What follows belongs to an exercise in optimizing a design on an open flow for small area, a short achievable clock period and few clock cycles; a production flow would make more cautious choices. Where RTL was checked, it was by simulation tests only, not by an equivalence proof against the original. Only the layout flow was run in run 7; the RTL was not checked for function there.

[flow/flow/run.sh]
#!/bin/bash
# The standard layout, with the resizer's repair_timing asked for a large setup margin so
# that it shortens the register-to-register paths well below the clock period.
set -euo pipefail
bash standard.sh SETUP_SLACK_MARGIN=78.5 finish > standard_flow.log 2>&1
[flow/standard.sh]
#!/bin/bash
# synth_recipe.tcl (not shown) runs the flow's synth.tcl, then flattens the netlist and writes it again
# the make line also repeats each setting of config.mk as NAME=value (left out here)
make -C /OpenROAD-flow-scripts/flow DESIGN_CONFIG=/design/flow/config.mk WORK_HOME=/design/flow/orfs CLKGATE_MAP_FILE= SYNTH_SCRIPT=/design/flow/synth_recipe.tcl "${@:-finish}"
[flow/config.mk]
export PLATFORM = sky130hd
export DESIGN_NAME = md_unit
export DESIGN_NICKNAME = md_unit
export VERILOG_FILES = /design/flow/design.v
export SDC_FILE = /design/flow/constraint.sdc
export NUM_CORES = 4
export LEC_CHECK = 0
export ABC_AREA = 1
export CAP_MARGIN = 20
export CORE_MARGIN = 2
export CORE_UTILIZATION = 40
export SLEW_MARGIN = 20
[flow/constraint.sdc]
create_clock -name core_clock -period 100.0 [get_ports {clk}]
set_input_delay 20.0000 -clock core_clock [delete_from_list [all_inputs] [get_ports {clk}]]
set_output_delay 20.0000 -clock core_clock [all_outputs]
set_load 0.01 [all_outputs]
[flow/design.v]
package mips_defs;
    typedef enum logic [2:0] {
        MD_NONE  = 3'd0,
        MD_MULT  = 3'd1,
        MD_MULTU = 3'd2,
        MD_DIV   = 3'd3,
        MD_DIVU  = 3'd4,
        MD_MTHI  = 3'd5,
        MD_MTLO  = 3'd6
    } md_op_e;
    typedef enum logic {
        MD_IDLE = 1'b0,
        MD_RUN  = 1'b1
    } md_state_e;
endpackage
module md_clz32 (
    input  logic [31:0] x,
    output logic [5:0]  n
);
    logic [7:0]  z4;             
    logic [1:0]  c4 [8];
    logic [3:0]  z8;
    logic [2:0]  c8 [4];
    logic [1:0]  z16;
    logic [3:0]  c16 [2];
    logic [4:0]  c32;
    for (genvar j = 0; j < 8; j++) begin : g_nib
        logic [3:0] v;
        assign v     = x[4*j +: 4];
        assign z4[j] = ~|v;
        assign c4[j] = v[3] ? 2'd0 : v[2] ? 2'd1 : v[1] ? 2'd2 : 2'd3;
    end
    for (genvar j = 0; j < 4; j++) begin : g_byte
        assign z8[j] = z4[2*j+1] & z4[2*j];
        assign c8[j] = z4[2*j+1] ? {1'b1, c4[2*j]} : {1'b0, c4[2*j+1]};
    end
    for (genvar j = 0; j < 2; j++) begin : g_half
        assign z16[j] = z8[2*j+1] & z8[2*j];
        assign c16[j] = z8[2*j+1] ? {1'b1, c8[2*j]} : {1'b0, c8[2*j+1]};
    end
    assign c32 = z16[1] ? {1'b1, c16[0]} : {1'b0, c16[1]};
    assign n   = (z16[1] & z16[0]) ? 6'd32 : {1'b0, c32};
endmodule
module md_div4 (
    input  logic [31:0] r_in,
    input  logic [31:0] q_in,
    input  logic [31:0] dx,
    input  logic        cin,
    output logic [31:0] r_out,
    output logic [31:0] q_out
);
    always_comb begin
        logic [31:0] r, q;
        logic [33:0] t;
        r = r_in;
        q = q_in;
        for (int i = 0; i < 4; i++) begin
            t = {r, q[31], 1'b1} + {1'b1, dx, cin};
            if (!t[33]) r = t[32:1];
            else        r = {r[30:0], q[31]};
            q = {q[30:0], !t[33]};
        end
        r_out = r;
        q_out = q;
    end
endmodule
module md_mac8 (
    input  logic [32:0] x,
    input  logic [8:0]  y,
    input  logic [63:0] acc,
    output logic [63:0] o
);
    function automatic logic [83:0] csa(input logic [41:0] p, input logic [41:0] q, input logic [41:0] r);
        logic [41:0] s, c;
        s   = p ^ q ^ r;
        c   = (p & q) | (p & r) | (q & r);
        csa = {c[40:0], 1'b0, s};
    endfunction
    logic [41:0] rw [6];
    logic [83:0] t0, t1, t2, t3;
    logic [41:0] sm;
    logic [22:0] top, topx, topy;
    logic        inc, dec;
    always_comb begin
        logic [41:0] negs;
        negs = '0;
        for (int i = 0; i < 4; i++) begin
            logic yl, ym, yh, one, two;
            logic [33:0] m, pp;
            yl = y[2*i]; ym = y[2*i+1]; yh = y[2*i+2];
            one = ym ^ yl;
            two = (yh & ~ym & ~yl) | (~yh & ym & yl);
            m  = one ? {x[32], x} : (two ? {x, 1'b0} : 34'd0);
            pp = yh ? ~m : m;
            rw[i+1] = 42'({~pp[33], pp[32:0]}) << (2*i);
            negs[2*i] = yh;
        end
        rw[0] = {1'b0, acc[32:0], 8'd0} | negs;
        rw[5] = 42'd0 - (42'd1 << 33) - (42'd1 << 35) - (42'd1 << 37) - (42'd1 << 39);
    end
    assign t0 = csa(rw[0], rw[1], rw[2]);
    assign t1 = csa(rw[3], rw[4], rw[5]);
    assign t2 = csa(t0[41:0], t0[83:42], t1[41:0]);
    assign t3 = csa(t2[41:0], t2[83:42], t1[83:42]);
    assign sm = t3[41:0] + t3[83:42];
    assign inc  = sm[41] & ~sm[40];
    assign dec  = sm[41] & sm[40];
    assign top  = acc[55:33];
    assign topx = top ^ {23{dec}};
    assign topy = topx + 23'(inc | dec);
    assign o    = {topy ^ {23{dec}}, sm[40:0]};
endmodule
module md_unit
#(
    parameter int MULT_CYCLES = 5,
    parameter int DIV_CYCLES  = 10
) (
    input  logic        clk,
    input  logic        reset,
    input  logic        start,
    input  logic        cancel,
    input  logic [2:0]  op,
    input  logic [31:0] a,
    input  logic [31:0] b,
    output logic        busy,
    output logic [31:0] hi,
    output logic [31:0] lo
);
    logic [31:0] ra;             
    logic [31:0] rb;             
    logic        first;          
    logic        fix;            
    logic        isdiv;
    logic        sg;             
    logic        an;             
    logic [2:0]  cnt;            
    logic accept, mul_op, div_op, sg_op;
    assign accept = start && !cancel && !busy;
    assign mul_op = (op == 3'd1) || (op == 3'd2);
    assign div_op = (op == 3'd3) || (op == 3'd4);
    assign sg_op  = (op == 3'd1) || (op == 3'd3);
    function automatic logic [2:0] nchunks(input logic [31:0] x, input logic s);
        logic f1, f2, f3;
        f1 = !(|x[31:7])  | (s & (&x[31:7]));
        f2 = !(|x[31:15]) | (s & (&x[31:15]));
        f3 = !(|x[31:23]) | (s & (&x[31:23]));
        if (f1)                nchunks = 3'd1;
        else if (f2)           nchunks = 3'd2;
        else if (f3)           nchunks = 3'd3;
        else if (s | !x[31])   nchunks = 3'd4;
        else                   nchunks = 3'd5;
    endfunction
    logic [2:0] na, nb;          
    logic [5:0] lza, lzb;        
    assign na = nchunks(ra, sg);
    assign nb = nchunks(rb, sg);
    logic [5:0] lsa, lsb;
    md_clz32 u_lza (.x(rb ^ {32{rb[31]}}), .n(lsa));
    md_clz32 u_lzb (.x(ra ^ {32{ra[31]}}), .n(lsb));
    assign lza = (sg | !rb[31]) ? lsa : 6'd0;
    assign lzb = (sg | !ra[31]) ? lsb : 6'd0;
    logic       swap;            
    logic [2:0] nm;              
    assign swap = na < nb;
    assign nm   = swap ? na : nb;
    logic        a_neg, b_neg;
    assign a_neg = sg & rb[31];
    assign b_neg = sg & ra[31];
    logic signed [7:0] need;         
    logic       dquick;              
    logic [3:0] dnib;                
    assign need   = 8'(lzb) - 8'(lza) + 8'(a_neg) + 8'd1;
    assign dquick = need <= 8'sd0;
    assign dnib   = (need > 8'sd28) ? 4'd8 : 4'((need + 8'sd3) >>> 2);
    logic [31:0] a_mag;
    assign a_mag = a_neg ? -rb : rb;
    logic [31:0] sh_in;
    logic [2:0]  sh;
    logic [63:0] sh_out;
    assign sh_in  = a_mag;
    assign sh     = 3'(4'd8 - dnib);
    assign sh_out = {32'd0, sh_in} << {sh, 2'b00};
    logic [31:0] xm;             
    logic [31:0] ym;             
    logic [2:0]  mj;             
    logic [39:0] ye;
    logic [8:0]  ych;            
    logic [63:0] acc_in, acc_out;
    assign xm     = (first & swap) ? rb : ra;
    assign ym     = (first & swap) ? ra : rb;
    assign mj     = first ? 3'(nm - 3'd1) : cnt;
    assign ye     = {{8{sg & ym[31]}}, ym};
    always_comb begin
        case (mj)
            3'd0:    ych = {ye[7:0], 1'b0};
            3'd1:    ych = ye[15:7];
            3'd2:    ych = ye[23:15];
            3'd3:    ych = ye[31:23];
            default: ych = ye[39:31];
        endcase
    end
    assign acc_in = first ? 64'd0 : {hi, lo};
    md_mac8 u_mac (.x({sg & xm[31], xm}), .y(ych), .acc(acc_in), .o(acc_out));
    logic [31:0] dr_in, dq_in, dr_out, dq_out;
    assign dr_in = first ? sh_out[63:32] : hi;
    assign dq_in = first ? sh_out[31:0]  : lo;
    md_div4 u_div (.r_in(dr_in), .q_in(dq_in), .dx(b_neg ? ra : ~ra), .cin(!b_neg),
                   .r_out(dr_out), .q_out(dq_out));
    logic        dfix;           
    logic        dlast;          
    assign dfix  = (first ? a_neg : an) | b_neg;
    assign dlast = first ? (dnib == 4'd1) : (cnt == 3'd0);
    logic [31:0] hi_neg, lo_neg;
    assign hi_neg = an ? -hi : hi;
    assign lo_neg = (an ^ b_neg) ? -lo : lo;
    always_ff @(posedge clk) begin
        if (reset) begin
            busy <= 1'b0;
            hi   <= '0;
            lo   <= '0;
        end else if (!busy) begin
            if (accept) begin
                if (op == 3'd5) hi <= a;
                if (op == 3'd6) lo <= a;
                if (mul_op || (div_op && b != 32'd0)) busy <= 1'b1;
            end
        end else if (!isdiv) begin
            {hi, lo} <= acc_out;
            if (mj == 3'd0) busy <= 1'b0;
        end else if (fix) begin
            hi   <= hi_neg;
            lo   <= lo_neg;
            busy <= 1'b0;
        end else if (first && dquick) begin
            hi   <= rb;
            lo   <= '0;
            busy <= 1'b0;
        end else begin
            hi <= dr_out;
            lo <= dq_out;
            if (dlast && !dfix) busy <= 1'b0;
        end
    end
    always_ff @(posedge clk) begin
        if (!busy) begin
            ra    <= b;
            rb    <= a;
            first <= 1'b1;
            fix   <= 1'b0;
            isdiv <= div_op;
            sg    <= sg_op;
        end else begin
            first <= 1'b0;
            if (!isdiv) begin
                ra  <= xm;
                rb  <= ym;
                cnt <= mj - 3'd1;
            end else begin
                if (first) begin
                    an  <= a_neg;
                    cnt <= 3'(dnib - 4'd2);
                end else begin
                    cnt <= cnt - 3'd1;
                end
                if (dlast) fix <= 1'b1;
            end
        end
    end
endmodule
==> reports/results.ini, run 1 <==
[timing]
fin_worst_skew_ns = 0.02651
min_period_ns = 21.48
finalCritPeriodShare_pct = 21.48
setup-tns-final_ns = 0
setup-violations-final = 0
rsz0062_at_grt = false
finalHoldViolCount = 0
worst_pin_slew_ns = 1.234
final_max_slew_viol_count = 0
fmax_ghz = 0.04656
maxSlewHeadroom_pct = 16.84

[synthesis]
ys_seq_area_share_pct = 11.00
synth_compound_area_share_pct = 22.67
ys_ff_latch = 137
synth.net_count = 5572
async_flop_share_pct = 0
synth_cell_types = 69
netlist_area_um2 = 31320
synthAdderAreaFrac_pct = 15.62
synthCells = 5167
synth_warnings = 8
synth_edf_count = 70
synthFlopType = edfxtp_1
yosys.area_share.simple_pct = 28.54
synth_top_family_by_area = simple AND/OR/NAND/NOR gates
synth.avg_cell_area_um2 = 6.061
synthXorXnorAreaFrac_pct = 10.40
synthMuxAreaShare_pct = 0.09589

[placed_design]
io_buffer_count = 135
gp_congestion = 1.064
dp_hpwl_um = 120800

[grt]
grt_max_degree = 120
antenna_found_initial = 12
grt.overflow.total = 0
grt_pass1_vias = 33810
grt_usage_pct = 35.94
grt_pass1_wl_um = 218800

[detailed_routing]
wl_per_cell_um = 24.00
drt_wl_total_um = 149300
ant_nets = 0
drc = 0
route.vias.total = 36872
viasPerCell = 5.929
first_pass_iters = 9
first_iter_violations = 4809

[floorplanning]
fp.coreArea_um2 = 77470
rows = 102
die_y_um = 283.8
die_w_um = 283.8
die_area_um2 = 80550
start_util_pct = 40.43
pin_count = 136

[critical_path]
slowest_delay_ns = 0.58
critPathBufInv = 1
worstReg2RegEnd = hi[6]
reg2reg_depth = 115
worstReg2RegStart = rb[31]
reg2reg_slack_ns = 80.03
path_class = reg -> out
end_kind = primary output
crit_slowest_cell = clkdlybuf4s50_1
path_delay_family = buffers and inverters
crit_chain = clkdlybuf4s50_1
worstPathRequired_ns = 80.00
start_kind = flip-flop
path_depth = 1
crit_arrival_ns = 1.48
crit_fanout = 7

[cts]
clk_path_buf_depth = 2
tritoncts = done
cts-root-buf = clkbuf_16
cts_sinks = 137
worstSkewPairLatency_ns = 0.48
path_clk_slew_ns = 0.08
numCtsBuffers = 17
postCtsHoldBufs = 0
ctsHtreeMaxLevel = 4

[hold_path]
hp-class = reg -> reg
whs_path_depth = 2
min_from = hi[15]
min_to = hi[15]

[flow_run]
max_cap_viol_count = 0

[final_layout]
finalNetCount = 5569
fillers = 8475
final_core_util_pct = 44.36
mostFrequentLayoutCells = 1,259 x nand2_1, 691 x inv_1, 582 x o21ai_0
syn2layout_area_growth_pct = 9.737
final_layout_size_suffix_gt1_share_pct = 5.486
final_common_cell = nand2_1

[run_status]
outcome = finished clean

## worst max-delay path by stage
stage | from | endpoint | slack, ns
6_report | lo[18] | lo[18] | 78.52
5_1_grt | lo[21] | lo[21] | 78.50
2_1_floorplan | start | hi[31] | 78.96
4_1_cts | busy | busy | 78.36
3_3_place_gp | op[0] | hi[11] | 77.69
3_5_place_dp | op[0] | hi[31] | 77.75
## cell usage after synthesis, drive strengths merged, types with 69 or more instances
| master | n | area, µm² |
|---|---|---|
| nand2 | 1282 | 4892 |
| xor2 | 300 | 2643 |
| inv | 703 | 2641 |
| edfxtp | 70 | 2102 |
| nor2 | 356 | 1376 |
| ha | 239 | 2990 |
| clkbuf | 151 | 566.8 |
| a21oi | 335 | 1699 |
| nand3 | 315 | 1669 |
| o21ai | 654 | 3326 |
| a31oi | 69 | 431.7 |
| buf | 73 | 426.7 |
| fa | 95 | 1902 |
| xnor2 | 70 | 613.1 |
## stage by stage
stage / area (µm²) / std cells / worst slack [ns] / hold slack (ns)
3_3_place_gp: 33430 / 6173 / 77.69 / 0.5737
6_report: 34370 / 6219 / 78.52 / 0.5886
4_1_cts: 34100 / 6211 / 78.36 / 0.5894
2_1_floorplan: 31320 / 5167 / 78.96 / 0.5410
5_1_grt: 34360 / 6217 / 78.50 / 0.6164
3_5_place_dp: 33450 / 6173 / 77.75 / 0.5811
## cells by family after synthesis
group,after synthesis
and+or+nand+nor,2115
AOI/OAI and AO/OA,1275
buffers and inverters,933
xor gates and xnor gates,370
adders and majority gates,334
DFF,137
muxes,3
## layer usage
| layer | vias up | track usage, % | wire length (µm) |
|---|---|---|---|
| li1 | 17116 | - | - |
| met3 | 446 | 6.415 | 14810 |
| met1 | 17140 | 46.96 | 60140 |
| met2 | 2162 | 53.45 | 62070 |
| met5 | - | 0 | 45 |
| met4 | 8 | 25.12 | 12190 |
## layout make-up
cell class                 instances  area [µm²]  share of cell area, %
multi-input combinational       4097       24410                  71.02
sequential                       137        3510                  10.21
inverter                         709        2674                  7.781
timing repair buffer             201        1901                  5.530
tap                             1040        1301                  3.787
clock buffer                      19       454.2                  1.322
clock inverter                    13       106.4                 0.3095
timing repair inverter             1       7.507                0.02185
antenna                            2       5.005                0.01456
## state kept, by name (all words and copies together) (netlist names)
signal  flops
rb         32
an          1
hi         32
ra         32
lo         32
fix         1
isdiv       1
sg          1
first       1
busy        1
cnt         3
## what timing repair did
item,in CTS,in global routing
endpoints found under the setup margin,73,88
buffers inserted,5,5
cloned,1,1
pin swaps,1,3
gates resized for setup,44,62
Testbench counts, summed over its fixed seeds: cycles 69,983.
==> run 2, diff against run 1 <==
--- a/flow/design.v
+++ b/flow/design.v
@@ -186,8 +186,8 @@
     logic [39:0] ye;
     logic [8:0]  ych;            
     logic [63:0] acc_in, acc_out;
-    assign xm     = (first & swap) ? rb : ra;
-    assign ym     = (first & swap) ? ra : rb;
+    assign xm     = swap ? rb : ra;
+    assign ym     = swap ? ra : rb;
     assign mj     = first ? 3'(nm - 3'd1) : cnt;
     assign ye     = {{8{sg & ym[31]}}, ym};
     always_comb begin
@@ -252,8 +252,6 @@
         end else begin
             first <= 1'b0;
             if (!isdiv) begin
-                ra  <= xm;
-                rb  <= ym;
                 cnt <= mj - 3'd1;
             end else begin
                 if (first) begin
==> run 2 against run 1 <==
  * Synthesized cell count down 4.4%
  * Global-route usage down 1.6 points
  * Sequential share of layout area up 0.27 points
  * First-iteration DRC count up 3.1%
  * Register-to-register slack better by 0.03 ns
  * Synthesized area down 2.6%
  * Largest cell class unchanged
  * Critical path depth unchanged
==> reports/results.ini, run 2 <==
[run_status]
outcome = finished clean  ; unchanged

[cts]
path_clk_slew_ns = 0.07  ; was 0.08 ns
clk_path_buf_depth = 2  ; unchanged
tritoncts = done  ; unchanged
cts-root-buf = clkbuf_16  ; unchanged
postCtsHoldBufs = 0  ; unchanged
worstSkewPairLatency_ns = 0.51  ; was 0.48 ns
ctsHtreeMaxLevel = 4  ; unchanged
numCtsBuffers = 17  ; unchanged
cts_sinks = 137  ; unchanged

[hold_path]
min_to = hi[31]  ; was hi[15]
min_from = hi[31]  ; was hi[15]
hp-class = reg -> reg  ; unchanged
whs_path_depth = 2  ; unchanged

[synthesis]
synth_edf_count = 70  ; unchanged
synth.avg_cell_area_um2 = 6.176  ; was 6.061 µm²
synth_warnings = 8  ; unchanged
synth.top_cell.area_share_pct = 13.48  ; was 15.10%
netlist_area_um2 = 30500  ; was 31,320 µm²
ys_top_cells_by_count = 1,095 x nand2_1, 699 x inv_1, 538 x o21ai_0, 341 x nor2_1, 329 x a21oi_1  ; was 1,260 x nand2_1, 693 x inv_1, 591 x o21ai_0, 346 x nor2_1, 329 x a21oi_1
synthMostInstantiatedCell = nand2_1  ; unchanged
async_flop_share_pct = 0  ; unchanged
synthFlopType = edfxtp_1  ; unchanged
synth_cell_types = 66  ; was 69
synth.net_count = 5343  ; was 5,572
ys_seq_area_share_pct = 11.29  ; was 11.00%
yosysTopAreaCell = nand2_1  ; unchanged
synth_area_leaders = nand2_1 13%, ha_1 9.8%, o21ai_0 8.8%, inv_1 8.6%, xor2_1 8.4%  ; was nand2_1 15%, ha_1 9.5%, o21ai_0 9.4%, xor2_1 8.3%, inv_1 8.3%
synthCells = 4938  ; was 5,167
ys_ff_latch = 137  ; unchanged

[final_layout]
syn2layout_area_growth_pct = 10.31  ; was 9.737%
final_common_cell = nand2_1  ; unchanged
final_cells = 5952  ; was 6,219
final_core_util_pct = 44.45  ; was 44.36%
fillers = 8168  ; was 8,475
finalNetCount = 5363  ; was 5,569
mostFrequentLayoutCells = 1,093 x nand2_1, 697 x inv_1, 533 x o21ai_0  ; was 1,259 x nand2_1, 691 x inv_1, 582 x o21ai_0
final_layout_size_suffix_gt1_share_pct = 5.572  ; was 5.486%

[critical_path]
critPathBufInv = 1  ; unchanged
reg2reg_slack_ns = 80.06  ; was 80.03 ns
worstPathRequired_ns = 80.00  ; about the same
end_kind = primary output  ; unchanged
reg2reg_depth = 120  ; was 115
start_kind = flip-flop  ; unchanged
crit_chain = clkdlybuf4s50_1  ; unchanged
worstReg2RegStart = rb[31]  ; unchanged
worstReg2RegEnd = hi[10]  ; was hi[6]
path_class = reg -> out  ; unchanged
crit_slowest_cell = clkdlybuf4s50_1  ; unchanged
crit_fanout = 5  ; was 7
path_delay_family = buffers and inverters  ; unchanged
slowest_delay_ns = 0.57  ; was 0.58 ns
crit_arrival_ns = 1.50  ; was 1.48 ns

[detailed_routing]
wl_per_cell_um = 23.08  ; was 24.00 µm
route.vias.total = 35158  ; was 36,872
viasPerCell = 5.907  ; was 5.929
ant_nets = 0  ; unchanged
drc = 0  ; unchanged
first_pass_iters = 7  ; was 9
first_iter_violations = 4956  ; was 4,809
drt_wl_total_um = 137400  ; was 149,300 µm

[floorplanning]
start_util_pct = 40.29  ; was 40.43%
die_area_um2 = 78470  ; was 80,550 µm²
die_w_um = 280.1  ; was 283.8 µm
pin_count = 136  ; unchanged
rows = 101  ; was 102
fp.coreArea_um2 = 75700  ; was 77,470 µm²
die_y_um = 280.1  ; was 283.8 µm

[timing]
worst_pin_slew_ns = 1.052  ; was 1.234 ns
fmax_ghz = 0.04652  ; was 0.04656 GHz
fin_worst_skew_ns = 0.01712  ; was 0.02651 ns
setup-tns-final_ns = 0  ; unchanged
rsz0062_at_grt = true  ; was false
maxSlewHeadroom_pct = 29.80  ; was 16.84%
final_max_slew_viol_count = 0  ; unchanged
finalCritPeriodShare_pct = 21.50  ; was 21.48%
finalHoldViolCount = 0  ; unchanged
min_period_ns = 21.50  ; was 21.48 ns
setup-violations-final = 0  ; unchanged

[flow_run]
max_cap_viol_count = 0  ; unchanged

[grt]
grt_usage_pct = 34.34  ; was 35.94%
grt_pass1_vias = 32742  ; was 33,810
grt_max_degree = 81  ; was 120
antenna_found_initial = 1  ; was 12
grt_pass1_wl_um = 203700  ; was 218,800 µm
grt.overflow.total = 0  ; unchanged

[placed_design]
dp_hpwl_um = 109800  ; was 120,800 µm
dp_cells = 5899  ; was 6,173
io_buffer_count = 135  ; unchanged
gp_congestion = 1.039  ; was 1.064

-- run 2: changes by cell type after synthesis, sizes merged, moves of 7 or more --
cell / before / now
or2: 29 / 15
o21ai: 654 / 580
nand2: 1282 / 1130
o22ai: 65 / 93
inv: 703 / 714
and3: 1 / 9
clkbuf: 151 / 130
buf: 73 / 66
nor4: 35 / 28
-- run 2: layout make-up --
class	count	area [µm²]	share of cell area, %
Antenna cell	3	7.507	0.02231
Inverter	720	2720	8.085
Clock inverter	14	123.9	0.3682
Timing Repair Buffer	194	1927	5.727
Timing Repair inverter	1	7.507	0.02231
Sequential cell	137	3528	10.49
Multi-Input combinational cell	3887	23680	70.37
Tap cell	978	1224	3.637
Clock buffer	18	429.2	1.276
-- run 2: metal layers --
layer / routed length (µm) / vias to the layer above / track usage (%)
li1: - / 16492 / -
met1: 58100 / 16450 / 47.20
met2: 58010 / 1887 / 52.45
met3: 13150 / 327 / 4.696
met4: 8080 / 2 / 17.26
met5: 8 / - / 0
-- run 2: stage by stage --
| step | worst slack, ns | hold WS (ns) | cell area [µm²] |
|---|---|---|---|
| 3_5_place_dp | 77.47 | 0.5807 | 32590 |
| 6_report | 78.50 | 0.5856 | 33640 |
| 3_3_place_gp | 77.45 | 0.5795 | 32590 |
| 5_1_grt | 78.48 | 0.5994 | 33640 |
| 4_1_cts | 78.50 | 0.5876 | 33260 |
| 2_1_floorplan | 78.73 | 0.5410 | 30500 |
-- run 2: worst max path at each step --
stage | start | end | slack, ns | cells after the start
3_3_place_gp | op[0] | hi[11] | 77.45 | 9
4_1_cts | op[0] | hi[28] | 78.50 | 9
5_1_grt | ra[31] | hi[17] | 78.48 | 126
3_5_place_dp | op[0] | hi[28] | 77.47 | 8
6_report | lo[11] | lo[11] | 78.50 | 1
2_1_floorplan | op[0] | lo[1] | 78.73 | 8
-- run 2: cells by family after synthesis --
group                      synth area share [%]
muxes                                    0.1641
buffers and inverters                     11.68
xor gates and xnor gates                  10.62
and+or+nand+nor                           27.42
AOI/OAI and AO/OA                         22.78
adders and majority gates                 16.04
DFF                                       11.29
-- run 2: what timing repair did --
item,4_1_cts,5_1_grt
setup endpoints to repair,115,77
pin swaps,0,5
cloned,1,4
buffers inserted,3,10
gates resized for setup,73,68
Testbench counts of run 2, summed over its fixed seeds: cycles 69,983.
==> run 3, diff against run 2 <==
--- a/flow/config.mk
+++ b/flow/config.mk
@@ -6,7 +6,7 @@
 export NUM_CORES = 4
 export LEC_CHECK = 0
 export ABC_AREA = 1
-export CAP_MARGIN = 20
+export CAP_MARGIN = 10
 export CORE_MARGIN = 2
 export CORE_UTILIZATION = 40
-export SLEW_MARGIN = 20
+export SLEW_MARGIN = 10
==> run 3 against run 2 <==
  * Clock skew down 0.0023 ns
  * Final area about the same
  * Hold slack about the same
  * Wire length up 0.21%
  * Sequential share of layout area about the same
  * Synthesized area unchanged
  * Global-route usage unchanged
  * Cell count about the same
  * Utilization about the same
==> reports/results.ini, run 3 <==
[critical_path]
worstPathRequired_ns = 80.00  ; about the same
path_class = reg -> out  ; unchanged
crit_arrival_ns = 1.49  ; was 1.50 ns
crit_fanout = 5  ; unchanged
critPathBufInv = 1  ; unchanged
end_kind = primary output  ; unchanged
crit_slowest_cell = clkdlybuf4s50_1  ; unchanged
slowest_delay_ns = 0.56  ; was 0.57 ns
crit_chain = clkdlybuf4s50_1  ; unchanged
start_kind = flip-flop  ; unchanged
reg2reg_depth = 119  ; was 120
path_depth = 1  ; unchanged
path_delay_family = buffers and inverters  ; unchanged

[final_layout]
final_layout_size_suffix_gt1_share_pct = 5.572  ; unchanged
final_core_util_pct = 44.45  ; about the same
final_common_cell = nand2_1  ; unchanged
mostFrequentLayoutCells = 1,093 x nand2_1, 697 x inv_1, 533 x o21ai_0  ; unchanged
syn2layout_area_growth_pct = 10.33  ; was 10.31%
finalNetCount = 5363  ; unchanged

[grt]
grt_max_degree = 81  ; unchanged
grt_pass1_wl_um = 203700  ; unchanged
grt_pass1_vias = 32742  ; unchanged
grt_usage_pct = 34.34  ; unchanged
antenna_found_initial = 1  ; unchanged
grt.overflow.total = 0  ; unchanged

[synthesis]
synth_edf_count = 70  ; unchanged
yosysTopAreaCell = nand2_1  ; unchanged
synthCells = 4938  ; unchanged
netlist_area_um2 = 30500  ; unchanged
synth_cell_types = 66  ; unchanged
synthFlopType = edfxtp_1  ; unchanged
ys_top_cells_by_count = 1,095 x nand2_1, 699 x inv_1, 538 x o21ai_0, 341 x nor2_1, 329 x a21oi_1  ; unchanged
synth.net_count = 5343  ; unchanged
synth.top_cell.area_share_pct = 13.48  ; unchanged
async_flop_share_pct = 0  ; unchanged
synth.avg_cell_area_um2 = 6.176  ; unchanged
synthMostInstantiatedCell = nand2_1  ; unchanged
synth_area_leaders = nand2_1 13%, ha_1 9.8%, o21ai_0 8.8%, inv_1 8.6%, xor2_1 8.4%  ; unchanged
synth_warnings = 8  ; unchanged
ys_seq_area_share_pct = 11.29  ; unchanged
ys_ff_latch = 137  ; unchanged

[placed_design]
io_buffer_count = 135  ; unchanged
gp_congestion = 1.039  ; unchanged
dp_hpwl_um = 109800  ; unchanged

[cts]
numCtsBuffers = 17  ; unchanged
path_clk_slew_ns = 0.07  ; about the same
worstSkewPairLatency_ns = 0.51  ; about the same
cts-root-buf = clkbuf_16  ; unchanged
tritoncts = done  ; unchanged
clk_path_buf_depth = 2  ; unchanged
ctsHtreeMaxLevel = 4  ; unchanged
cts_sinks = 137  ; unchanged

[timing]
maxSlewHeadroom_pct = 24.29  ; was 29.80%
fmax_ghz = 0.04653  ; was 0.04652 GHz
rsz0062_at_grt = true  ; unchanged
finalCritPeriodShare_pct = 21.49  ; was 21.50%
setup-tns-final_ns = 0  ; unchanged
fin_worst_skew_ns = 0.01478  ; was 0.01712 ns
worst_pin_slew_ns = 1.107  ; was 1.052 ns
min_period_ns = 21.49  ; was 21.50 ns
setup-violations-final = 0  ; unchanged
final_max_slew_viol_count = 0  ; unchanged
finalHoldViolCount = 0  ; unchanged

[floorplanning]
die_area_um2 = 78470  ; unchanged
die_w_um = 280.1  ; unchanged
rows = 101  ; unchanged
fp.coreArea_um2 = 75700  ; unchanged
start_util_pct = 40.29  ; unchanged
pin_count = 136  ; unchanged
die_y_um = 280.1  ; unchanged

[detailed_routing]
drt_wl_total_um = 137600  ; was 137,400 µm
viasPerCell = 5.898  ; was 5.907
wl_per_cell_um = 23.12  ; was 23.08 µm
first_pass_iters = 8  ; was 7
drc = 0  ; unchanged
route.vias.total = 35119  ; was 35,158
first_iter_violations = 4956  ; unchanged
ant_nets = 0  ; unchanged

[run_status]
outcome = finished clean  ; unchanged

[hold_path]
hp-class = reg -> reg  ; unchanged
whs_path_depth = 2  ; unchanged

[flow_run]
max_cap_viol_count = 0  ; unchanged

-- run 3: cell counts after synthesis --
Identical to the previous run, type by type.
-- run 3: cell type report --
cell class,instances,area [µm²]
Fill cell,8171,42050
Multi-Input combinational cell,3887,23680
Sequential cell,137,3528
Inverter,720,2720
Timing Repair Buffer,194,1927
Tap cell,978,1224
Clock buffer,18,429.2
Clock inverter,14,123.9
Antenna cell,5,12.51
Timing Repair inverter,1,7.507
-- run 3: through the flow --
stage	worst slack [ns]	cell area (µm²)	hold WS, ns	std cells
final	78.51	33650	0.5855	5954
after global routing	78.49	33630	0.5994	5949
after CTS	78.50	33260	0.5876	5935
after detailed placement	77.47	32590	0.5807	5899
after global placement	77.45	32590	0.5795	5899
after floorplan	78.73	30500	0.5410	4938
-- run 3: path summary, 6_finish.rpt --
check	startpoint	slack [ns]	endpoint
max	lo[11]	78.51	lo[11]
min	hi[31]	0.59	hi[31]
max reg2reg	rb[31]	80.10	hi[15]
min reg2reg	hi[31]	0.59	hi[31]
-- run 3: logic make-up (layout without fill, tap and decap cells) --
kind of cell,count (synthesis),after routing,synth area share [%]
flip-flops,137,137,11.29
multiplexers,5,5,0.1641
AO/OA/AOI/OAI,1236,1236,22.78
other,0,5,0
XOR/XNOR,368,368,10.62
adder cells (fa/ha/maj),334,334,16.04
buffers and inverters,916,947,11.68
AND/OR/NAND/NOR,1942,1944,27.42
-- run 3: tightest hold or removal path, delay by kind of cell, from the launching register on --
| family | cells | cell delay, ns |
|---|---|---|
| flops | 1 | 0.34 |
| compound gates | 2 | 0.20 |
-- run 3: routing by layer --
metal / share of wire, % / global-route usage (%)
met2: 42 / 52.45
met3: 9.5 / 4.696
met5: 0.0058 / 0
met4: 5.8 / 17.26
met1: 42 / 47.20
-- run 3: what timing repair did --
action,4_1_cts,5_1_grt
endpoints found under the setup margin,115,77
setup buffers,3,10
gates cloned,1,4
pin swaps,0,5
hold buffers,0,0
endpoints found under the hold margin,0,0
gates resized for setup,73,68
==> run 4, diff against run 3 <==
==> flow/flow/run.sh (replaced) <==
#!/bin/bash
# The standard layout, with the resizer's repair_timing asked for a large setup margin so
# that it shortens the register-to-register paths well below the clock period, and the
# port buffers that placement inserts made plain buffers rather than delay cells.
set -euo pipefail
bash standard.sh SETUP_SLACK_MARGIN=79 "BUFFER_PORTS_ARGS=-buffer_cell sky130_fd_sc_hd__buf_4" finish > standard_flow.log 2>&1
--- a/flow/config.mk
+++ b/flow/config.mk
@@ -6,7 +6,7 @@
 export NUM_CORES = 4
 export LEC_CHECK = 0
 export ABC_AREA = 1
-export CAP_MARGIN = 10
+export CAP_MARGIN = 20
 export CORE_MARGIN = 2
 export CORE_UTILIZATION = 40
-export SLEW_MARGIN = 10
+export SLEW_MARGIN = 20
==> run 4 against run 3 <==
  * Fmax increased by 2.2%
  * Worst setup slack improved by 0.47 ns
  * Hold slack got worse by 0.019 ns
  * Via count increased by 2.2%
  * Clock skew increased by 0.015 ns
  * Sequential share of layout area increased by 0.18 points
  * Critical path depth unchanged
  * Synthesized area unchanged
  * Critical path type unchanged
  * Highest routed layer unchanged
==> reports/results.ini, run 4 <==
[synthesis]
synthMostInstantiatedCell = nand2_1  ; unchanged
synth.top_cell.area_share_pct = 13.48  ; unchanged
ys_top_cells_by_count = 1,095 x nand2_1, 699 x inv_1, 538 x o21ai_0, 341 x nor2_1, 329 x a21oi_1  ; unchanged
synth.avg_cell_area_um2 = 6.176  ; unchanged
netlist_area_um2 = 30500  ; unchanged
yosysTopAreaCell = nand2_1  ; unchanged
synth_warnings = 8  ; unchanged
async_flop_share_pct = 0  ; unchanged
synth_area_leaders = nand2_1 13%, ha_1 9.8%, o21ai_0 8.8%, inv_1 8.6%, xor2_1 8.4%  ; unchanged
synthCells = 4938  ; unchanged
ys_seq_area_share_pct = 11.29  ; unchanged
synth.net_count = 5343  ; unchanged
synth_edf_count = 70  ; unchanged
ys_ff_latch = 137  ; unchanged
synth_cell_types = 66  ; unchanged
synthFlopType = edfxtp_1  ; unchanged

[detailed_routing]
wl_per_cell_um = 24.06  ; was 23.12 µm
route.vias.total = 35882  ; was 35,119
ant_nets = 0  ; unchanged
first_iter_violations = 4696  ; was 4,956
drt_wl_total_um = 144900  ; was 137,600 µm
first_pass_iters = 8  ; unchanged
drc = 0  ; unchanged
viasPerCell = 5.957  ; was 5.898

[timing]
finalHoldViolCount = 0  ; unchanged
setup-tns-final_ns = 0  ; unchanged
rsz0062_at_grt = true  ; unchanged
worst_pin_slew_ns = 1.052  ; was 1.107 ns
setup-violations-final = 0  ; unchanged
maxSlewHeadroom_pct = 28.04  ; was 24.29%
final_max_slew_viol_count = 0  ; unchanged
fmax_ghz = 0.04757  ; was 0.04653 GHz
fin_worst_skew_ns = 0.02966  ; was 0.01478 ns
min_period_ns = 21.02  ; was 21.49 ns
finalCritPeriodShare_pct = 21.02  ; was 21.49%
fin_ws_ns = 78.98  ; was 78.51 ns

[cts]
postCtsHoldBufs = 0  ; unchanged
worstSkewPairLatency_ns = 0.51  ; about the same
path_clk_slew_ns = 0.08  ; was 0.07 ns
numCtsBuffers = 17  ; unchanged
clk_path_buf_depth = 2  ; unchanged
ctsHtreeMaxLevel = 4  ; unchanged
tritoncts = done  ; unchanged
cts_sinks = 137  ; unchanged
cts-root-buf = clkbuf_16  ; unchanged

[placed_design]
pre_cts_ws_ns = 77.86  ; was 77.47 ns
io_buffer_count = 135  ; unchanged
gp_congestion = 1.058  ; was 1.039
place_area_um2 = 32260  ; was 32,590 µm²
dp_hpwl_um = 113500  ; was 109,800 µm

[grt]
grt_max_degree = 81  ; unchanged
grt_usage_pct = 35.62  ; was 34.34%
grt.overflow.total = 0  ; unchanged
grt_pass1_wl_um = 210700  ; was 203,700 µm
antenna_found_initial = 3  ; was 1
grt_pass1_vias = 32842  ; was 32,742

[final_layout]
mostFrequentLayoutCells = 1,091 x nand2_1, 694 x inv_1, 528 x o21ai_0  ; was 1,093 x nand2_1, 697 x inv_1, 533 x o21ai_0
finalNetCount = 5437  ; was 5,363
final_area_um2 = 34370  ; was 33,650 µm²
final_common_cell = nand2_1  ; unchanged
final_layout_size_suffix_gt1_share_pct = 10.29  ; was 5.572%
antenna_cells = 0  ; was 5
syn2layout_area_growth_pct = 12.71  ; was 10.33%

[critical_path]
crit_slowest_cell = dfxtp_4  ; was clkdlybuf4s50_1
crit_arrival_ns = 1.02  ; was 1.49 ns
worstPathRequired_ns = 80.00  ; about the same
path_class = reg -> out  ; unchanged
path_delay_family = flip-flops  ; was buffers and inverters
slowest_delay_ns = 0.40  ; was 0.56 ns
end_kind = primary output  ; unchanged
critPathBufInv = 1  ; unchanged
start_kind = flip-flop  ; unchanged
crit_chain = buf_6  ; was clkdlybuf4s50_1
crit_fanout = 2  ; was 5

[flow_run]
max_cap_viol_count = 0  ; unchanged

[floorplanning]
die_w_um = 280.1  ; unchanged
die_area_um2 = 78470  ; unchanged
fp.coreArea_um2 = 75700  ; unchanged
die_y_um = 280.1  ; unchanged
rows = 101  ; unchanged
pin_count = 136  ; unchanged
start_util_pct = 40.29  ; unchanged

[run_status]
outcome = finished clean  ; unchanged

[hold_path]
hp-class = reg -> reg  ; unchanged

-- run 4: cell counts after synthesis --
No cell type changed its count.
-- run 4: cells by family after synthesis --
kind of cell               after synthesis  synth area share [%]
and+or+nand+nor                       1942                 27.42
AOI/OAI and AO/OA                     1236                 22.78
buffers and inverters                  916                 11.68
xor gates and xnor gates               368                 10.62
adders and majority gates              334                 16.04
DFF                                    137                 11.29
muxes                                    5                0.1641
-- run 4: per-layer routing --
layer | part of all wire, % | track usage, %
met1 | 41 | 49.04
met2 | 42 | 53.64
met3 | 11 | 5.629
met4 | 6.0 | 18.07
met5 | 0.028 | 0
-- run 4: worst paths after layout --
path	start	endpoint	depth (start not counted)	slack, ns
max	busy	busy	1	78.98
max reg2reg	rb[1]	hi[2]	126	80.31
min reg2reg	hi[28]	hi[28]	2	0.57
min	hi[28]	hi[28]	2	0.57
-- run 4: what timing repair did --
item | 4_1_cts | 5_1_grt
buffers inserted | 64 | 22
setup endpoints to repair | 129 | 51
gates resized for setup | 178 | 62
pin swaps | 0 | 7
gates cloned | 1 | 7
-- run 4: area by class of cell --
| cell class | instances | area, µm² |
|---|---|---|
| repair buffers | 269 | 2399 |
| multi-input cells | 3886 | 23720 |
| fillers | 8082 | 41320 |
| clock buffers | 20 | 500.5 |
| flip-flops and latches | 137 | 3666 |
| clock inverters | 12 | 115.1 |
| repair inverters | 1 | 7.507 |
| inverters | 720 | 2738 |
| well taps | 978 | 1224 |
-- run 4: per-stage QoR --
step / std cells / hold WS [ns] / util, %
after CTS: 5994 / 0.5749 / 44.65
after detailed placement: 5897 / 0.5812 / 42.61
final: 6023 / 0.5665 / 45.41
after global placement: 5897 / 0.5755 / 42.61
after global routing: 6023 / 0.6064 / 45.41
after floorplan: 4938 / 0.5410 / -
==> run 5, diff against run 4 <==
==> flow/flow/run.sh (replaced) <==
#!/bin/bash
# The standard layout, with the resizer's repair_timing asked for a large setup margin so
# that it shortens the register-to-register paths well below the clock period, and the
# port buffers that placement inserts made plain buffers rather than delay cells.
set -euo pipefail
bash standard.sh SETUP_SLACK_MARGIN=78.5 "BUFFER_PORTS_ARGS=-buffer_cell sky130_fd_sc_hd__buf_8" finish > standard_flow.log 2>&1
==> run 5 against run 4 <==
  * Still clean
  * Flip-flop and latch count unchanged
  * Sequential share of layout area decreased by 0.55 points
  * First-iteration DRC count is 2.8% lower
  * Wire length shrank 4.3%
  * Critical endpoint is now lo[0]
==> reports/results.ini, run 5 <==
[critical_path]
start_kind = input port  ; was flip-flop
crit_chain = buf_8 -> inv_1 -> nand2_1 -> o21ai_0 -> nand2_1 -> a31oi_4 -> buf_4 -> nand2_1 -> a221oi_1  ; was buf_6
critPathBufInv = 3  ; was 1
reg2reg_depth = 129  ; was 126
path_class = in -> reg  ; was reg -> out
crit_slowest_cell = buf_4  ; was dfxtp_4
slowest_delay_ns = 0.50  ; was 0.40 ns
crit_top_cell = nand2_1
worstPathRequired_ns = 100.40  ; was 80.00 ns
reg2reg_slack_ns = 80.07  ; was 80.31 ns
path_delay_family = buffers and inverters  ; was flip-flops
path_depth = 9  ; was 1
crit_arrival_ns = 21.69  ; was 1.02 ns
end_kind = flip-flop  ; was primary output
crit_fanout = 63  ; was 2

[timing]
finalCritPeriodShare_pct = 21.29  ; was 21.02%
fin_worst_skew_ns = 0.01633  ; was 0.02966 ns
maxSlewHeadroom_pct = 26.68  ; was 28.04%
min_period_ns = 21.29  ; was 21.02 ns
finalHoldViolCount = 0  ; unchanged
rsz0062_at_grt = true  ; unchanged
fmax_ghz = 0.04696  ; was 0.04757 GHz
setup-tns-final_ns = 0  ; unchanged
final_max_slew_viol_count = 0  ; unchanged
setup-violations-final = 0  ; unchanged
worst_pin_slew_ns = 1.088  ; was 1.052 ns

[synthesis]
synthCells = 4938  ; unchanged
synth_area_leaders = nand2_1 13%, ha_1 9.8%, o21ai_0 8.8%, inv_1 8.6%, xor2_1 8.4%  ; unchanged
netlist_area_um2 = 30500  ; unchanged
synth_cell_types = 66  ; unchanged
synth_top_family_by_area = simple AND/OR/NAND/NOR gates  ; unchanged
async_flop_share_pct = 0  ; unchanged
synth_warnings = 8  ; unchanged
synthFlopType = edfxtp_1  ; unchanged
synth_compound_area_share_pct = 22.78  ; unchanged
synthMostInstantiatedCell = nand2_1  ; unchanged
ys_ff_latch = 137  ; unchanged
synthXorXnorAreaFrac_pct = 10.62  ; unchanged
synth.net_count = 5343  ; unchanged
ys_seq_area_share_pct = 11.29  ; unchanged
synth_edf_count = 70  ; unchanged
synthAdderAreaFrac_pct = 16.04  ; unchanged
synth.top_cell.area_share_pct = 13.48  ; unchanged
ys_top_cells_by_count = 1,095 x nand2_1, 699 x inv_1, 538 x o21ai_0, 341 x nor2_1, 329 x a21oi_1  ; unchanged
yosysTopAreaCell = nand2_1  ; unchanged
synth.avg_cell_area_um2 = 6.176  ; unchanged
yosys.area_share.simple_pct = 27.42  ; unchanged
synthMuxAreaShare_pct = 0.1641  ; unchanged

[placed_design]
gp_congestion = 1.053  ; was 1.058
dp_hpwl_um = 111200  ; was 113,500 µm
place_area_um2 = 33250  ; was 32,260 µm²
io_buffer_count = 135  ; unchanged

[floorplanning]
die_y_um = 280.1  ; unchanged
rows = 101  ; unchanged
start_util_pct = 40.29  ; unchanged
die_w_um = 280.1  ; unchanged
pin_count = 136  ; unchanged
die_area_um2 = 78470  ; unchanged
fp.coreArea_um2 = 75700  ; unchanged

[detailed_routing]
ant_nets = 0  ; unchanged
first_pass_iters = 6  ; was 8
wl_per_cell_um = 23.36  ; was 24.06 µm
viasPerCell = 5.912  ; was 5.957
route.vias.total = 35101  ; was 35,882
first_iter_violations = 4564  ; was 4,696
drc = 0  ; unchanged
drt_wl_total_um = 138700  ; was 144,900 µm

[grt]
grt_pass1_vias = 32303  ; was 32,842
grt_pass1_wl_um = 205400  ; was 210,700 µm
grt.overflow.total = 0  ; unchanged
grt_max_degree = 81  ; unchanged
grt_usage_pct = 34.73  ; was 35.62%
antenna_found_initial = 4  ; was 3

[final_layout]
finalNetCount = 5350  ; was 5,437
final_common_cell = nand2_1  ; unchanged
syn2layout_area_growth_pct = 11.68  ; was 12.71%
final_area_um2 = 34060  ; was 34,370 µm²
final_layout_size_suffix_gt1_share_pct = 7.200  ; was 10.29%
mostFrequentLayoutCells = 1,091 x nand2_1, 697 x inv_1, 536 x o21ai_0  ; was 1,091 x nand2_1, 694 x inv_1, 528 x o21ai_0
final_core_util_pct = 45.00  ; was 45.41%

[cts]
clk_path_buf_depth = 2  ; unchanged
cts_sinks = 137  ; unchanged
path_clk_slew_ns = 0.07  ; was 0.08 ns
numCtsBuffers = 17  ; unchanged
ctsHtreeMaxLevel = 4  ; unchanged
cts-root-buf = clkbuf_16  ; unchanged
worstSkewPairLatency_ns = 0.50  ; was 0.51 ns
postCtsHoldBufs = 0  ; unchanged
tritoncts = done  ; unchanged

[hold_path]
hp-class = reg -> reg  ; unchanged
whs_path_depth = 2  ; unchanged

[run_status]
outcome = finished clean  ; unchanged

[flow_run]
max_cap_viol_count = 0  ; unchanged

[run 5: layout make-up]
| type | instances | area (µm²) |
|---|---|---|
| diodes | 1 | 2.502 |
| clock buffers | 18 | 439.2 |
| clock inverters | 14 | 111.4 |
| fillers | 8076 | 41630 |
| inverters | 720 | 2720 |
| multi-input cells | 3886 | 23680 |
| flip-flops and latches | 137 | 3446 |
| well taps | 978 | 1224 |
| repair buffers | 182 | 2427 |
| repair inverters | 1 | 7.507 |
[run 5: timing repair]
action / CTS / global route
endpoints found under the setup margin: 31 / 33
cloned: 1 / 1
resized for setup: 3 / 45
setup buffers: 0 / 5
pin swaps: 0 / 4
[run 5: tightest hold or removal path: cells and delay by family (launching register included)]
kind / cells / cell delay, ns
DFF: 1 / 0.35
AOI/OAI and AO/OA: 2 / 0.22
[run 5: cells by family after synthesis]
family                   after synthesis
AND/OR/NAND/NOR                     1942
AO/OA/AOI/OAI                       1236
buffers and inverters                916
XOR/XNOR                             368
adder cells (fa/ha/maj)              334
flip-flops                           137
multiplexers                           5
[run 5: metrics by stage]
stage / hold WS [ns] / std cells / setup WS [ns]
floorplan: 0.5410 / 4938 / 78.73
global placement: 0.5972 / 5897 / 77.90
detailed placement: 0.6039 / 5897 / 77.91
CTS: 0.6143 / 5930 / 78.53
global route: 0.6393 / 5936 / 78.41
finish: 0.6127 / 5937 / 78.71
[run 5: routing by layer]
layer	track usage (%)	vias to the layer above	routed length (µm)
met5	0	-	49
met4	18.66	8	8597
met3	5.488	341	13670
met2	52.08	1860	58170
met1	47.61	16428	58210
li1	-	16464	-
[run 5: worst paths after layout]
| check | start | endpoint |
|---|---|---|
| setup / recovery | op[0] | lo[0] |
| hold / removal | hi[28] | hi[28] |
| setup reg to reg | rb[4] | hi[10] |
| hold reg to reg | hi[28] | hi[28] |
==> run 6, diff against run 5 <==
==> flow/flow/run.sh (replaced) <==
#!/bin/bash
# The standard layout, with the resizer's repair_timing asked for a large setup margin so
# that it shortens the register-to-register paths well below the clock period, and the
# port buffers that placement inserts made plain buffers rather than delay cells.
set -euo pipefail
bash standard.sh SETUP_SLACK_MARGIN=78.5 "BUFFER_PORTS_ARGS=-buffer_cell sky130_fd_sc_hd__buf_4" finish > standard_flow.log 2>&1
==> run 6 against run 5 <==
  * Final area fell by 3.2%
  * Global-route usage barely moved
  * Hold slack got worse by 0.022 ns
  * Cell count unchanged
  * Sequential share of layout area increased by 0.33 points
  * Register-to-register slack got worse by 0.06 ns
  * Synthesized area is the same
  * Clock-buffer cell count rose by 1
  * Synthesized cell count unchanged
  * Largest cell class unchanged
  * Highest routed layer unchanged
==> reports/results.ini, run 6 <==
[cts]
cts-root-buf = clkbuf_16  ; unchanged
path_clk_slew_ns = 0.07  ; about the same
clk_path_buf_depth = 2  ; unchanged
ctsHtreeMaxLevel = 4  ; unchanged
tritoncts = done  ; unchanged
numCtsBuffers = 17  ; unchanged
worstSkewPairLatency_ns = 0.50  ; about the same
cts_sinks = 137  ; unchanged
postCtsHoldBufs = 0  ; unchanged

[synthesis]
netlist_area_um2 = 30500  ; unchanged
yosysTopAreaCell = nand2_1  ; unchanged
synth_cell_types = 66  ; unchanged
synthCells = 4938  ; unchanged
synthFlopType = edfxtp_1  ; unchanged
synth.avg_cell_area_um2 = 6.176  ; unchanged
synth_area_leaders = nand2_1 13%, ha_1 9.8%, o21ai_0 8.8%, inv_1 8.6%, xor2_1 8.4%  ; unchanged
synth.top_cell.area_share_pct = 13.48  ; unchanged
ys_seq_area_share_pct = 11.29  ; unchanged
synth_edf_count = 70  ; unchanged
synth_warnings = 8  ; unchanged
ys_top_cells_by_count = 1,095 x nand2_1, 699 x inv_1, 538 x o21ai_0, 341 x nor2_1, 329 x a21oi_1  ; unchanged
synthMostInstantiatedCell = nand2_1  ; unchanged
ys_ff_latch = 137  ; unchanged
async_flop_share_pct = 0  ; unchanged
synth.net_count = 5343  ; unchanged

[floorplanning]
die_y_um = 280.1  ; unchanged
die_area_um2 = 78470  ; unchanged
fp.coreArea_um2 = 75700  ; unchanged
pin_count = 136  ; unchanged
die_w_um = 280.1  ; unchanged
start_util_pct = 40.29  ; unchanged
rows = 101  ; unchanged

[detailed_routing]
met1_length_um = 57780  ; was 58,210 µm
met2WireLength_um = 57570  ; was 58,170 µm
first_pass_iters = 8  ; was 6
viasPerCell = 5.901  ; was 5.912
topRoutingLayerUsed = met5  ; unchanged
route.met3.wl_um = 14270  ; was 13,670 µm
drt_wl_total_um = 138700  ; about the same
ant_nets = 0  ; unchanged
wl_per_cell_um = 23.37  ; was 23.36 µm
drc = 0  ; unchanged
route.vias.total = 35034  ; was 35,101
first_iter_violations = 4758  ; was 4,564

[critical_path]
path_class = in -> reg  ; unchanged
start_kind = input port  ; unchanged
worstPathRequired_ns = 100.38  ; was 100.40 ns
crit_arrival_ns = 21.71  ; was 21.69 ns
end_kind = flip-flop  ; unchanged
reg2reg_depth = 127  ; was 129
crit_fanout = 63  ; unchanged

[timing]
maxSlewHeadroom_pct = 28.00  ; was 26.68%
final_max_slew_viol_count = 0  ; unchanged
min_period_ns = 21.32  ; was 21.29 ns
fmax_ghz = 0.04690  ; was 0.04696 GHz
setup-violations-final = 0  ; unchanged
setup-tns-final_ns = 0  ; unchanged
fin_ws_ns = 78.68  ; was 78.71 ns
finalCritPeriodShare_pct = 21.32  ; was 21.29%
fin_worst_skew_ns = 0.02187  ; was 0.01633 ns
finalHoldViolCount = 0  ; unchanged
rsz0062_at_grt = false  ; was true
worst_pin_slew_ns = 1.069  ; was 1.088 ns

[final_layout]
finalNetCount = 5351  ; was 5,350
mostFrequentLayoutCells = 1,094 x nand2_1, 697 x inv_1, 533 x o21ai_0  ; was 1,091 x nand2_1, 697 x inv_1, 536 x o21ai_0
final_common_cell = nand2_1  ; unchanged
final_layout_size_suffix_gt1_share_pct = 7.058  ; was 7.200%
syn2layout_area_growth_pct = 8.115  ; was 11.68%
antenna_cells = 0  ; was 1
fillers = 8216  ; was 8,076
final_core_util_pct = 43.56  ; was 45.00%
final_area_um2 = 32970  ; was 34,060 µm²

[hold_path]
whs_path_depth = 2  ; unchanged
hp-class = reg -> reg  ; unchanged

[placed_design]
io_buffer_count = 135  ; unchanged
gp_congestion = 1.087  ; was 1.053
dp_hpwl_um = 112300  ; was 111,200 µm
place_area_um2 = 32260  ; was 33,250 µm²
pre_cts_ws_ns = 77.74  ; was 77.91 ns

[flow_run]
max_cap_viol_count = 0  ; unchanged

[grt]
grt_max_degree = 81  ; unchanged
grt_pass1_wl_um = 205300  ; was 205,400 µm
grt_pass1_vias = 32215  ; was 32,303
grt.overflow.total = 0  ; unchanged
antenna_found_initial = 5  ; was 4
grt_usage_pct = 34.69  ; was 34.73%

[run_status]
outcome = finished clean  ; unchanged

-- run 6: cell counts after synthesis --
No cell type changed its count.
-- run 6: per-stage QoR --
step / std cells / hold slack (ns)
final: 5937 / 0.5904
after global routing: 5937 / 0.6238
after floorplan: 4938 / 0.5410
after CTS: 5932 / 0.5960
after global placement: 5899 / 0.5748
after detailed placement: 5899 / 0.5823
-- run 6: logic make-up (layout without fill, tap and decap cells) --
group / Yosys count / in the layout / share of synthesized area, %
simple gates: 1942 / 1942 / 27.42
compound gates: 1236 / 1236 / 22.78
buf+inv: 916 / 937 / 11.68
mux: 5 / 5 / 0.1641
fa+ha+maj: 334 / 334 / 16.04
flops: 137 / 137 / 11.29
xor+xnor: 368 / 368 / 10.62
-- run 6: area by class of cell --
cell class | instances | area (µm²) | share of cell area, %
multi-input combinational | 3885 | 23600 | 71.58
sequential | 137 | 3446 | 10.45
inverter | 720 | 2723 | 8.257
timing repair buffer | 184 | 1409 | 4.273
tap | 978 | 1224 | 3.711
clock buffer | 19 | 457.9 | 1.389
clock inverter | 13 | 105.1 | 0.3187
timing repair inverter | 1 | 7.507 | 0.02277
-- run 6: final timing paths --
| kind | startpoint | to | slack [ns] |
|---|---|---|---|
| setup / recovery | op[0] | lo[0] | 78.68 |
| setup reg to reg | rb[31] | hi[12] | 80.01 |
| hold reg to reg | hi[30] | hi[30] | 0.59 |
| hold / removal | hi[30] | hi[30] | 0.59 |
-- run 6: worst max-delay path: stages --
cell and delay, ns:
buf_4 0.12, inv_1 0.08, nand2_1 0.06, o21ai_0 0.16, nand2_1 0.20, a31oi_4 0.18
buf_4 0.50, nand2_1 0.10, a221oi_1 0.31
-- run 6: per-layer routing --
metal,GRT usage [%],vias to the layer above
met2,51.23,1998
met4,19.64,8
met1,47.37,16191
li1,-,16462
met3,6.212,375
met5,0,-
-- run 6: timing repair --
item,in CTS,in global routing
setup buffers,0,5
gates resized for setup,2,30
setup endpoints to repair,31,33
endpoints found under the hold margin,0,0
cloned,1,0
==> run 7, diff against run 6 <==
--- a/flow/design.v
+++ b/flow/design.v
@@ -199,7 +199,7 @@
             default: ych = ye[39:31];
         endcase
     end
-    assign acc_in = first ? 64'd0 : {hi, lo};
+    assign acc_in = {hi, lo};    
     md_mac8 u_mac (.x({sg & xm[31], xm}), .y(ych), .acc(acc_in), .o(acc_out));
     logic [31:0] dr_in, dq_in, dr_out, dq_out;
     assign dr_in = first ? sh_out[63:32] : hi;
@@ -222,6 +222,10 @@
             if (accept) begin
                 if (op == 3'd5) hi <= a;
                 if (op == 3'd6) lo <= a;
+                if (mul_op) begin
+                    hi <= '0;
+                    lo <= '0;
+                end
                 if (mul_op || (div_op && b != 32'd0)) busy <= 1'b1;
             end
         end else if (!isdiv) begin
==> run 7 against run 6 <==
  * Wire length decreased by 1.6%
  * Synthesized area decreased by 1.4%
  * Fmax decreased by 0.68%
  * Flip-flop and latch count unchanged
==> reports/results.ini, run 7 <==
[placed_design]
io_buffer_count = 135  ; unchanged
dp_hpwl_um = 109500  ; was 112,300 µm
gp_congestion = 0.9996  ; was 1.087

[run_status]
outcome = finished clean  ; unchanged

[timing]
finalHoldViolCount = 0  ; unchanged
final_max_slew_viol_count = 0  ; unchanged
fin_worst_skew_ns = 0.02865  ; was 0.02187 ns
min_period_ns = 21.47  ; was 21.32 ns
maxSlewHeadroom_pct = 28.58  ; was 28.00%
setup-violations-final = 0  ; unchanged
worst_pin_slew_ns = 1.060  ; was 1.069 ns
holdWs_ns = 0.6163  ; was 0.5904 ns
fmax_ghz = 0.04658  ; was 0.04690 GHz
setup-tns-final_ns = 0  ; unchanged
rsz0062_at_grt = false  ; unchanged
finalCritPeriodShare_pct = 21.47  ; was 21.32%

[cts]
ctsHtreeMaxLevel = 4  ; unchanged
tritoncts = done  ; unchanged
cts_sinks = 137  ; unchanged
cts-root-buf = clkbuf_16  ; unchanged
worstSkewPairLatency_ns = 0.51  ; was 0.50 ns
postCtsHoldBufs = 0  ; unchanged
numCtsBuffers = 17  ; unchanged
path_clk_slew_ns = 0.09  ; was 0.07 ns
clk_path_buf_depth = 2  ; unchanged

[critical_path]
path_class = reg -> out  ; was in -> reg
start_kind = flip-flop  ; was input port
crit_slowest_cell = dfxtp_1  ; was buf_4
crit_arrival_ns = 1.47  ; was 21.71 ns
slowest_delay_ns = 0.73  ; was 0.50 ns
end_kind = primary output  ; was flip-flop
cp-startpoint = hi[15]  ; was op[0]
crit_fanout = 9  ; was 63
critPathBufInv = 1  ; was 3
worstPathRequired_ns = 80.00  ; was 100.38 ns
crit_chain = buf_4  ; was buf_4 -> inv_1 -> nand2_1 -> o21ai_0 -> nand2_1 -> a31oi_4 -> buf_4 -> nand2_1 -> a221oi_1
path_delay_family = flip-flops  ; was buffers and inverters
worstReg2RegStart = rb[5]  ; was rb[31]

[grt]
grt_max_degree = 80  ; was 81
grt_pass1_wl_um = 200000  ; was 205,300 µm
grt_pass1_vias = 31482  ; was 32,215
antenna_found_initial = 3  ; was 5
grt_usage_pct = 34.15  ; was 34.69%
grt.overflow.total = 0  ; unchanged

[hold_path]
min_from = lo[10]  ; was hi[30]
hp-class = reg -> reg  ; unchanged

[floorplanning]
start_util_pct = 40.38  ; was 40.29%
die_area_um2 = 77360  ; was 78,470 µm²
rows = 100  ; was 101
fp.coreArea_um2 = 74450  ; was 75,700 µm²
die_y_um = 278.1  ; was 280.1 µm
pin_count = 136  ; unchanged
die_w_um = 278.1  ; was 280.1 µm

[synthesis]
synth_cell_types = 68  ; was 66
netlist_area_um2 = 30060  ; was 30,500 µm²
synthMostInstantiatedCell = nand2_1  ; unchanged
ys_seq_area_share_pct = 11.45  ; was 11.29%
synthCells = 4803  ; was 4,938
synth.avg_cell_area_um2 = 6.259  ; was 6.176 µm²
synthFlopType = edfxtp_1  ; unchanged
ys_ff_latch = 137  ; unchanged
yosysTopAreaCell = nand2_1  ; unchanged
synth.net_count = 5208  ; was 5,343
synth_warnings = 8  ; unchanged
synth_area_leaders = nand2_1 12%, ha_1 9.9%, o21ai_0 9.7%, xor2_1 9.3%, inv_1 8.3%  ; was nand2_1 13%, ha_1 9.8%, o21ai_0 8.8%, inv_1 8.6%, xor2_1 8.4%
async_flop_share_pct = 0  ; unchanged
synth.top_cell.area_share_pct = 12.07  ; was 13.48%
ys_top_cells_by_count = 967 x nand2_1, 662 x inv_1, 583 x o21ai_0, 363 x a21oi_1, 335 x nor2_1  ; was 1,095 x nand2_1, 699 x inv_1, 538 x o21ai_0, 341 x nor2_1, 329 x a21oi_1
synth_edf_count = 70  ; unchanged

[final_layout]
final_layout_size_suffix_gt1_share_pct = 7.437  ; was 7.058%
syn2layout_area_growth_pct = 9.161  ; was 8.115%
finalNetCount = 5246  ; was 5,351
fillers = 8081  ; was 8,216
final_common_cell = nand2_1  ; unchanged
mostFrequentLayoutCells = 965 x nand2_1, 659 x inv_1, 576 x o21ai_0  ; was 1,094 x nand2_1, 697 x inv_1, 533 x o21ai_0

[detailed_routing]
ant_nets = 0  ; unchanged
route.met3.wl_um = 12350  ; was 14,270 µm
first_pass_iters = 7  ; was 8
viasPerCell = 5.873  ; was 5.901
first_iter_violations = 4068  ; was 4,758
wl_per_cell_um = 23.43  ; was 23.37 µm
topRoutingLayerUsed = met5  ; unchanged
drt_wl_total_um = 136500  ; was 138,700 µm
met1_length_um = 57110  ; was 57,780 µm
drc = 0  ; unchanged
route.vias.total = 34212  ; was 35,034
met2WireLength_um = 59110  ; was 57,570 µm

[flow_run]
max_cap_viol_count = 0  ; unchanged

==> run 7: changes by cell type after synthesis, moves of 24 or more <==
cell / before / now
xor2_1: 294 / 318
a21oi_1: 329 / 363
nand2_1: 1095 / 967
inv_1: 699 / 662
nand3_1: 293 / 206
a22oi_1: 0 / 27
o21ai_0: 538 / 583
==> run 7: what timing repair did <==
| item | in CTS | in global routing |
|---|---|---|
| pin swaps | 0 | 2 |
| gates cloned | 1 | 1 |
| setup buffers | 3 | 9 |
| gates resized for setup | 3 | 34 |
| setup endpoints to repair | 32 | 35 |
==> run 7: worst paths after layout <==
| path | depth (start not counted) | slack, ns | to |
|---|---|---|---|
| max reg2reg | 119 | 80.07 | hi[1] |
| min | 2 | 0.62 | lo[10] |
| max | 1 | 78.53 | hi[15] |
| min reg2reg | 2 | 0.62 | lo[10] |
==> run 7: metal layers <==
layer	up-vias	track usage, %
met2	1847	53.78
met3	324	5.129
met1	15823	45.45
met5	-	0
li1	16212	-
met4	6	16.96
==> run 7: logic make-up after synthesis <==
kind of cell             count (synthesis)  synth area share [%]
XOR/XNOR                               396                 11.56
AND/OR/NAND/NOR                       1703                 23.95
AO/OA/AOI/OAI                         1347                 25.07
multiplexers                             7                0.2372
adder cells (fa/ha/maj)                334                 16.27
buffers and inverters                  879                 11.45
flip-flops                             137                 11.45
==> run 7: layout make-up <==
class	count	area, µm²	area share, %
clock inverters	15	171.4	0.5223
repair buffers	218	1687	5.140
flip-flops and latches	137	3448	10.51
inverters	678	2561	7.805
multi-input cells	3787	23290	70.97
well taps	969	1212	3.695
diodes	2	5.005	0.01525
clock buffers	17	425.4	1.296
repair inverters	2	15.01	0.04575
==> run 7: per-stage QoR <==
step                cells  setup slack, ns  instance area (µm²)  util [%]
floorplan            4803            78.54                30060         -
global placement     5776            77.74                31960     42.93
detailed placement   5776            77.66                31960     42.93
CTS                  5812            78.55                32590     43.78
global route         5823            78.54                32810     44.07
finish               5825            78.53                32820     44.08

## what the ideal ports hide
In the flow no input, the clock included, has a driving cell. The finished layouts below were timed again as built, in two steps.
Step 1 (the two cells are an assumption about what drives the block):
set clk [get_ports {clk}]
set_driving_cell -lib_cell sky130_fd_sc_hd__clkbuf_16 $clk
set_driving_cell -lib_cell sky130_fd_sc_hd__buf_2 [delete_from_list [all_inputs] $clk]
Step 2, shift: input delay + t, output delay - t, t = (earliest + latest rising clock arrival at the registers) / 2. This alone moves slack from input paths to output paths.
Three values: ideal ports, drivers, drivers and shift; two values: the first two.
| run | t (ns) | setup slack, ns | worst hold slack (ns) | worst slew at a driven data input, ns |
|---|---|---|---|---|
| run 1 | 0.524 | 78.522 / 78.465 / 78.079 | 0.589 / 0.589 / 0.589 | 0.05 |
| run 2 | 0.569 | 78.504 / 78.434 / 78.061 | 0.586 / 0.586 / 0.586 | 0.06 |
| run 3 | 0.573 | 78.508 / 78.438 / 78.053 | 0.585 / 0.585 / 0.585 | 0.06 |
| run 4 | 0.562 | 78.980 / 78.912 / 78.516 | 0.567 / 0.567 / 0.567 | 0.06 |
| run 5 | 0.563 | 78.707 / 78.659 / 78.178 | 0.613 / 0.613 / 0.613 | 0.07 |
| run 6 | 0.554 | 78.677 / 78.657 / 78.165 | 0.590 / 0.590 / 0.590 | 0.04 |
| run 7 | 0.565 | 78.532 / 78.459 / 78.110 | 0.616 / 0.616 / 0.616 | 0.04 |
After both steps every run listed still meets setup and hold. The setup slack of run 5, which loses most, moves by -0.048 ns with the drivers and by -0.529 ns with both steps.
